This is an optimization exercise on Yosys and OpenROAD, whose aim is small area and a short achievable clock period, not a production implementation. Function was checked by simulation only, so behaviour that the tests miss may differ from the original.

08-15:
// md_unit
module md_unit #(
  parameter int MULT_CYCLES = mdu_pkg::MULT_CYCLES_DEF,
  parameter int DIV_CYCLES  = mdu_pkg::DIV_CYCLES_DEF
) (
  input  logic        clk,
  input  logic        reset_n,
  input  logic        start,
  input  logic [3:0]  op,
  input  logic [31:0] a,
  input  logic [31:0] b,
  output logic        busy,
  output logic [31:0] hi,
  output logic [31:0] lo
);
For scale: roughly 2300 cells after synthesis, about 180 flip-flops, ~17000 sq um of cells after synthesis.
==> module md_row, before the edit <==
module md_row (
  input  logic [34:0] x,
  input  logic [32:0] b33,
  input  logic        nz,
  input  logic        m,
  input  logic        neg,
  output logic [34:0] s
);
  logic [34:0] sel;
  logic        s0, s1;
  assign s0  = nz & !m;
  assign s1  = nz & m;
  assign sel = ({{2{b33[32]}}, b33} & {35{s0}}) | ({b33[32], b33, 1'b0} & {35{s1}});
  md_add #(.N(35)) u_add (.x(x), .y(sel ^ {35{neg}}), .ci(neg), .s(s));
endmodule
clock: 125.0 ns
lec_check: 0
abc_area: 1
cap_margin: 20
core_margin: 2
core_utilization: 40
slew_margin: 20
standard.sh (not shown) runs the stock make flow with config.mk's settings and CLKGATE_MAP_FILE= SYNTH_SCRIPT=/design/flow/synth_recipe.tcl, a recipe that flattens the netlist after the stock synthesis.
==> flow/flow/run.sh <==
#!/bin/bash
# Standard layout, with plain buffers on the ports; timing repair also works on paths with less
# than 98.8 ns of slack (the input port paths), which set the achieved period.
set -euo pipefail
bash standard.sh BUFFER_PORTS_ARGS="-buffer_cell sky130_fd_sc_hd__buf_1" SETUP_SLACK_MARGIN=98.8 finish > make_finish.log 2>&1
08-15 | stages: all done | timing, DRC, antenna: all pass
#### Input delta (12-24 over 08-15)
==> flow/design.v, changed modules only <==
module md_row (
  input  logic [34:0] x,
  input  logic [32:0] b33,
  input  logic        nz,
  input  logic        m,
  input  logic        neg,
  output logic [34:0] s
);
  logic [34:0] sel;
  logic        s0, s1;
  assign s0  = nz & !m;
  assign s1  = nz & m;
  assign sel = ({{2{b33[32]}}, b33} & {35{s0}}) | ({b33[32], b33, 1'b0} & {35{s1}});
  md_add #(.N(35), .L(6)) u_add (.x(x), .y(sel ^ {35{neg}}), .ci(neg), .s(s));
endmodule
### Flow results
Comparing the two runs side by side, 12-24 comes out ahead of 08-15 on worst slack after detailed placement.
Diff 08-15 -> 12-24: simple-gate portion of the synthesized area held, via count went down 116, wire length of the first global-routing pass went up 1.8%.
08-15 → 12-24: largest net degree at the start of global routing picked up an extra 63; total overflow reported by the global router neither gained nor lost much.
The worst hold slack after final layout on 12-24 is in line with that on 08-15.
Delta (12-24 minus 08-15): final cell area excluding filler cells stayed essentially flat; minimum clock period after layout fell by 0.051 ns.
Comparing 08-15 and 12-24, the lower number of clock buffer instances in the layout was measured on 12-24.
Post-synthesis cell area delta (12-24 -> 08-15): insignificant
12-24 vs 08-15, launching element of the worst setup path: hi[5] vs hi[23]
12-24 has completed all stages; timing, DRC and antenna checks passed.

---

## main
md_unit, a different RTL version from the one above (not shown whole).
Size in the first run: about 2400 cells after synthesis, about 180 flip-flops, ~140 I/O pins, ~18000 sq um of cells after synthesis.
==> module md_unit, before the edit <==
module md_unit #(
  parameter int MULT_CYCLES = mdu_pkg::MULT_CYCLES_DEF,
  parameter int DIV_CYCLES  = mdu_pkg::DIV_CYCLES_DEF
) (
  input  logic        clk,
  input  logic        reset_n,
  input  logic        start,
  input  logic [3:0]  op,
  input  logic [31:0] a,
  input  logic [31:0] b,
  output logic        busy,
  output logic [31:0] hi,
  output logic [31:0] lo
);
  function automatic logic is_madd_op(input logic [3:0] op);
    is_madd_op = 1'b0;
  endfunction
  function automatic logic is_mul_op(input logic [3:0] op);
    is_mul_op = op == mdu_pkg::MD_MULT || op == mdu_pkg::MD_MULTU || is_madd_op(op);
  endfunction
  function automatic logic is_div_op(input logic [3:0] op);
    is_div_op = op == mdu_pkg::MD_DIV || op == mdu_pkg::MD_DIVU;
  endfunction
  function automatic logic is_signed_op(input logic [3:0] op);
    is_signed_op = op == mdu_pkg::MD_MULT || op == mdu_pkg::MD_DIV ||
                   op == mdu_pkg::MD_MADD || op == mdu_pkg::MD_MSUB;
  endfunction
  logic [mdu_pkg::CNT_W-1:0] cnt;
  logic        mulm;      
  logic        sgn;       
  logic        aneg;      
  logic [31:0] dreg;      
  logic [34:0] whi;       
  logic [31:0] wlo;       
  logic [3:0]  ext;       
  logic        mprev;     
  logic        last;
  logic        bneg;
  logic        qneg;
  logic [32:0] b33;
  logic [34:0] s1, s2, s3, s4;
  logic [4:1]  q;
  logic [2:0]  dig1;
  logic        ctl_last;
  logic        rneg_fin;
  logic        c;
  logic [31:0] rpos;
  logic [31:0] rfin;
  logic        inc;
  logic [31:0] lres;
  logic [31:0] hres;
  logic        dz;
  logic        commit;
  logic        go;
  assign last = cnt == mdu_pkg::CNT_W'(1);
  assign bneg = sgn & dreg[31];
  assign qneg = aneg ^ bneg;
  assign b33  = {bneg, dreg};
  assign ctl_last = last;
  assign dig1 = (mulm & last) ? {aneg, aneg, mprev} : {wlo[1], wlo[0], mprev};
  md_stage #(.FIRST(1)) u_st1 (.mulm(mulm), .last(ctl_last), .bneg(bneg),
    .nbit(ext[3]), .dig(dig1), .b33(b33), .pin(whi), .s(s1), .q(q[1]));
  md_stage #(.FIRST(0)) u_st2 (.mulm(mulm), .last(ctl_last), .bneg(bneg),
    .nbit(ext[2]), .dig(wlo[3:1]), .b33(b33), .pin(s1), .s(s2), .q(q[2]));
  md_stage #(.FIRST(0)) u_st3 (.mulm(mulm), .last(ctl_last), .bneg(bneg),
    .nbit(ext[1]), .dig(wlo[5:3]), .b33(b33), .pin(s2), .s(s3), .q(q[3]));
  md_stage #(.FIRST(0)) u_st4 (.mulm(mulm), .last(ctl_last), .bneg(bneg),
    .nbit(ext[0]), .dig(wlo[7:5]), .b33(b33), .pin(s3), .s(s4), .q(q[4]));
  assign rneg_fin = whi[34];
  assign c    = rneg_fin ? s1[34:1] == 34'd0 : whi == 35'd0;
  assign rpos = (rneg_fin ^ aneg) ? s1[32:1] : whi[31:0];
  assign rfin = rpos & {32{!(aneg & c)}};
  assign inc  = !mulm & (qneg ^ (aneg & c));
  assign lres = wlo + {31'd0, inc};
  assign hres = mulm ? s1[31:0] : rfin;
  assign dz   = dreg == 32'd0;
  assign commit = busy & last & (mulm | !dz);
  assign go = start & !busy;
  always_ff @(posedge clk or negedge reset_n) begin
    if (!reset_n) begin
      cnt  <= '0;
      busy <= 1'b0;
      hi   <= '0;
      lo   <= '0;
    end else begin
      if (busy) begin
        cnt <= cnt - mdu_pkg::CNT_W'(1);
        if (last) busy <= 1'b0;
      end else if (start && (is_mul_op(op) || is_div_op(op))) begin
        cnt  <= is_div_op(op) ? mdu_pkg::CNT_W'(DIV_CYCLES) : mdu_pkg::CNT_W'(MULT_CYCLES);
        busy <= 1'b1;
      end
      if (go && op == mdu_pkg::MD_MTHI) begin
        hi <= a;
      end else if (commit) begin
        hi <= hres;
      end
      if (go && op == mdu_pkg::MD_MTLO) begin
        lo <= a;
      end else if (commit) begin
        lo <= lres;
      end
    end
  end
  always_ff @(posedge clk) begin
    if (!busy) begin
      mulm  <= is_mul_op(op);
      sgn   <= is_signed_op(op);
      aneg  <= is_signed_op(op) & a[31];
      dreg  <= b;
      whi   <= {35{op == mdu_pkg::MD_DIV && a[31]}};
      wlo   <= a;
      mprev <= 1'b0;
    end else begin
      whi   <= s4;
      wlo   <= mulm ? {s4[1:0], s3[1:0], s2[1:0], s1[1:0], wlo[31:8]}
                    : {wlo[27:0], q[1], q[2], q[3], q[4]};
      mprev <= wlo[7];
    end
    ext <= busy ? wlo[31:28] : {4{op == mdu_pkg::MD_DIV && a[31]}};
  end
endmodule
==> flow/config.mk <==
export PLATFORM = sky130hd
export DESIGN_NAME = md_unit
export DESIGN_NICKNAME = md_unit
export VERILOG_FILES = /design/flow/design.v
export SDC_FILE = /design/flow/constraint.sdc
export NUM_CORES = 4
export LEC_CHECK = 0
export ABC_AREA = 1
export CAP_MARGIN = 20
export CORE_MARGIN = 2
export CORE_UTILIZATION = 40
export SLEW_MARGIN = 20
==> flow/constraint.sdc <==
create_clock -name core_clock -period 125.0 [get_ports {clk}]
set_input_delay 25.0000 -clock core_clock [delete_from_list [all_inputs] [get_ports {clk}]]
set_output_delay 25.0000 -clock core_clock [all_outputs]
set_load 0.01 [all_outputs]
==> flow/flow/run.sh <==
#!/bin/bash
# Standard layout, with plain buffers (instead of the resizer's default pick) on the ports.
set -euo pipefail
bash standard.sh BUFFER_PORTS_ARGS="-buffer_cell sky130_fd_sc_hd__buf_1" finish > make_finish.log 2>&1
Relative to main, the following input files were edited for the feature branch:
--- a/flow/design.v
+++ b/flow/design.v
@@ -142,10 +142,12 @@
   function automatic logic is_signed_op(input logic [3:0] op);
     is_signed_op = op == mdu_pkg::MD_MULT || op == mdu_pkg::MD_DIV ||
                    op == mdu_pkg::MD_MADD || op == mdu_pkg::MD_MSUB;
   endfunction
   logic [mdu_pkg::CNT_W-1:0] cnt;
+  logic        run;       
+  logic        idle;
   logic        mulm;      
   logic        sgn;       
   logic        aneg;      
   logic [31:0] dreg;      
   logic [34:0] whi;       
@@ -168,10 +170,11 @@
   logic [31:0] lres;
   logic [31:0] hres;
   logic        dz;
   logic        commit;
   logic        go;
+  assign run  = !idle;
   assign last = cnt == mdu_pkg::CNT_W'(1);
   assign bneg = sgn & dreg[31];
   assign qneg = aneg ^ bneg;
   assign b33  = {bneg, dreg};
   assign ctl_last = last;
@@ -190,25 +193,30 @@
   assign rfin = rpos & {32{!(aneg & c)}};
   assign inc  = !mulm & (qneg ^ (aneg & c));
   assign lres = wlo + {31'd0, inc};
   assign hres = mulm ? s1[31:0] : rfin;
   assign dz   = dreg == 32'd0;
-  assign commit = busy & last & (mulm | !dz);
-  assign go = start & !busy;
+  assign commit = run & last & (mulm | !dz);
+  assign go = start & !run;
   always_ff @(posedge clk or negedge reset_n) begin
     if (!reset_n) begin
       cnt  <= '0;
       busy <= 1'b0;
+      idle <= 1'b1;
       hi   <= '0;
       lo   <= '0;
     end else begin
-      if (busy) begin
+      if (run) begin
         cnt <= cnt - mdu_pkg::CNT_W'(1);
-        if (last) busy <= 1'b0;
+        if (last) begin
+          busy <= 1'b0;
+          idle <= 1'b1;
+        end
       end else if (start && (is_mul_op(op) || is_div_op(op))) begin
         cnt  <= is_div_op(op) ? mdu_pkg::CNT_W'(DIV_CYCLES) : mdu_pkg::CNT_W'(MULT_CYCLES);
         busy <= 1'b1;
+        idle <= 1'b0;
       end
       if (go && op == mdu_pkg::MD_MTHI) begin
         hi <= a;
       end else if (commit) begin
         hi <= hres;
@@ -219,11 +227,11 @@
         lo <= lres;
       end
     end
   end
   always_ff @(posedge clk) begin
-    if (!busy) begin
+    if (!run) begin
       mulm  <= is_mul_op(op);
       sgn   <= is_signed_op(op);
       aneg  <= is_signed_op(op) & a[31];
       dreg  <= b;
       whi   <= {35{op == mdu_pkg::MD_DIV && a[31]}};
@@ -233,8 +241,8 @@
       whi   <= s4;
       wlo   <= mulm ? {s4[1:0], s3[1:0], s2[1:0], s1[1:0], wlo[31:8]}
                     : {wlo[27:0], q[1], q[2], q[3], q[4]};
       mprev <= wlo[7];
     end
-    ext <= busy ? wlo[31:28] : {4{op == mdu_pkg::MD_DIV && a[31]}};
+    ext <= run ? wlo[31:28] : {4{op == mdu_pkg::MD_DIV && a[31]}};
   end
 endmodule
### Flow results
There was hardly any difference in final clock period utilization by the worst path between main and the feature branch. Against main, clock period minus worst slack in the feature branch came out better. primary input to flop as the kind of critical path was reported by the feature branch, and flop to output pin by main. Looking at transition time at the pin with the least slew margin, the feature branch sits 150 ps lower than main does. Summary of the feature branch over main: number of synthesized register bits rose about 0.6%, vias after detailed routing fell 428, signed area change from the synthesized netlist to the final layout went up 0.38 points, setup slack rose by 73 ps. NOTE synthesized cell count main->the feature branch decreased slightly. main -> the feature branch: maximum frequency flat.

[afterwards: timing with drivers on the ports]
Ports are ideal in the flow. The routed layouts listed here were re-timed in OpenROAD.
Step 1 assumes that a clkbuf_16 drives the clock port and a buf_2 every other input.
Step 2, shift: input delay + t, output delay - t, t = (earliest + latest rising clock arrival at the registers) / 2. This alone moves slack from input paths to output paths.
a / b / c = ideal ports / drivers / drivers and shift; a / b = the first two.
| run | t (ns) | slack for setup (ns) | worst setup path at the end |
|---|---|---|---|
| 08-15 | 0.539 | 98.852 / 98.800 / 98.428 | input to register |
| 12-24 | 0.540 | 98.903 / 98.845 / 98.428 | input to register |
| main | 0.546 | 98.335 / 98.280 / 97.886 | input to register |
| the feature branch | 0.554 | 98.408 / 98.437 / 97.883 | input to register |
After both steps every run listed still meets setup and hold. The setup slack of the feature branch, which loses most, moves by +0.029 ns with the drivers and by -0.525 ns with both steps.
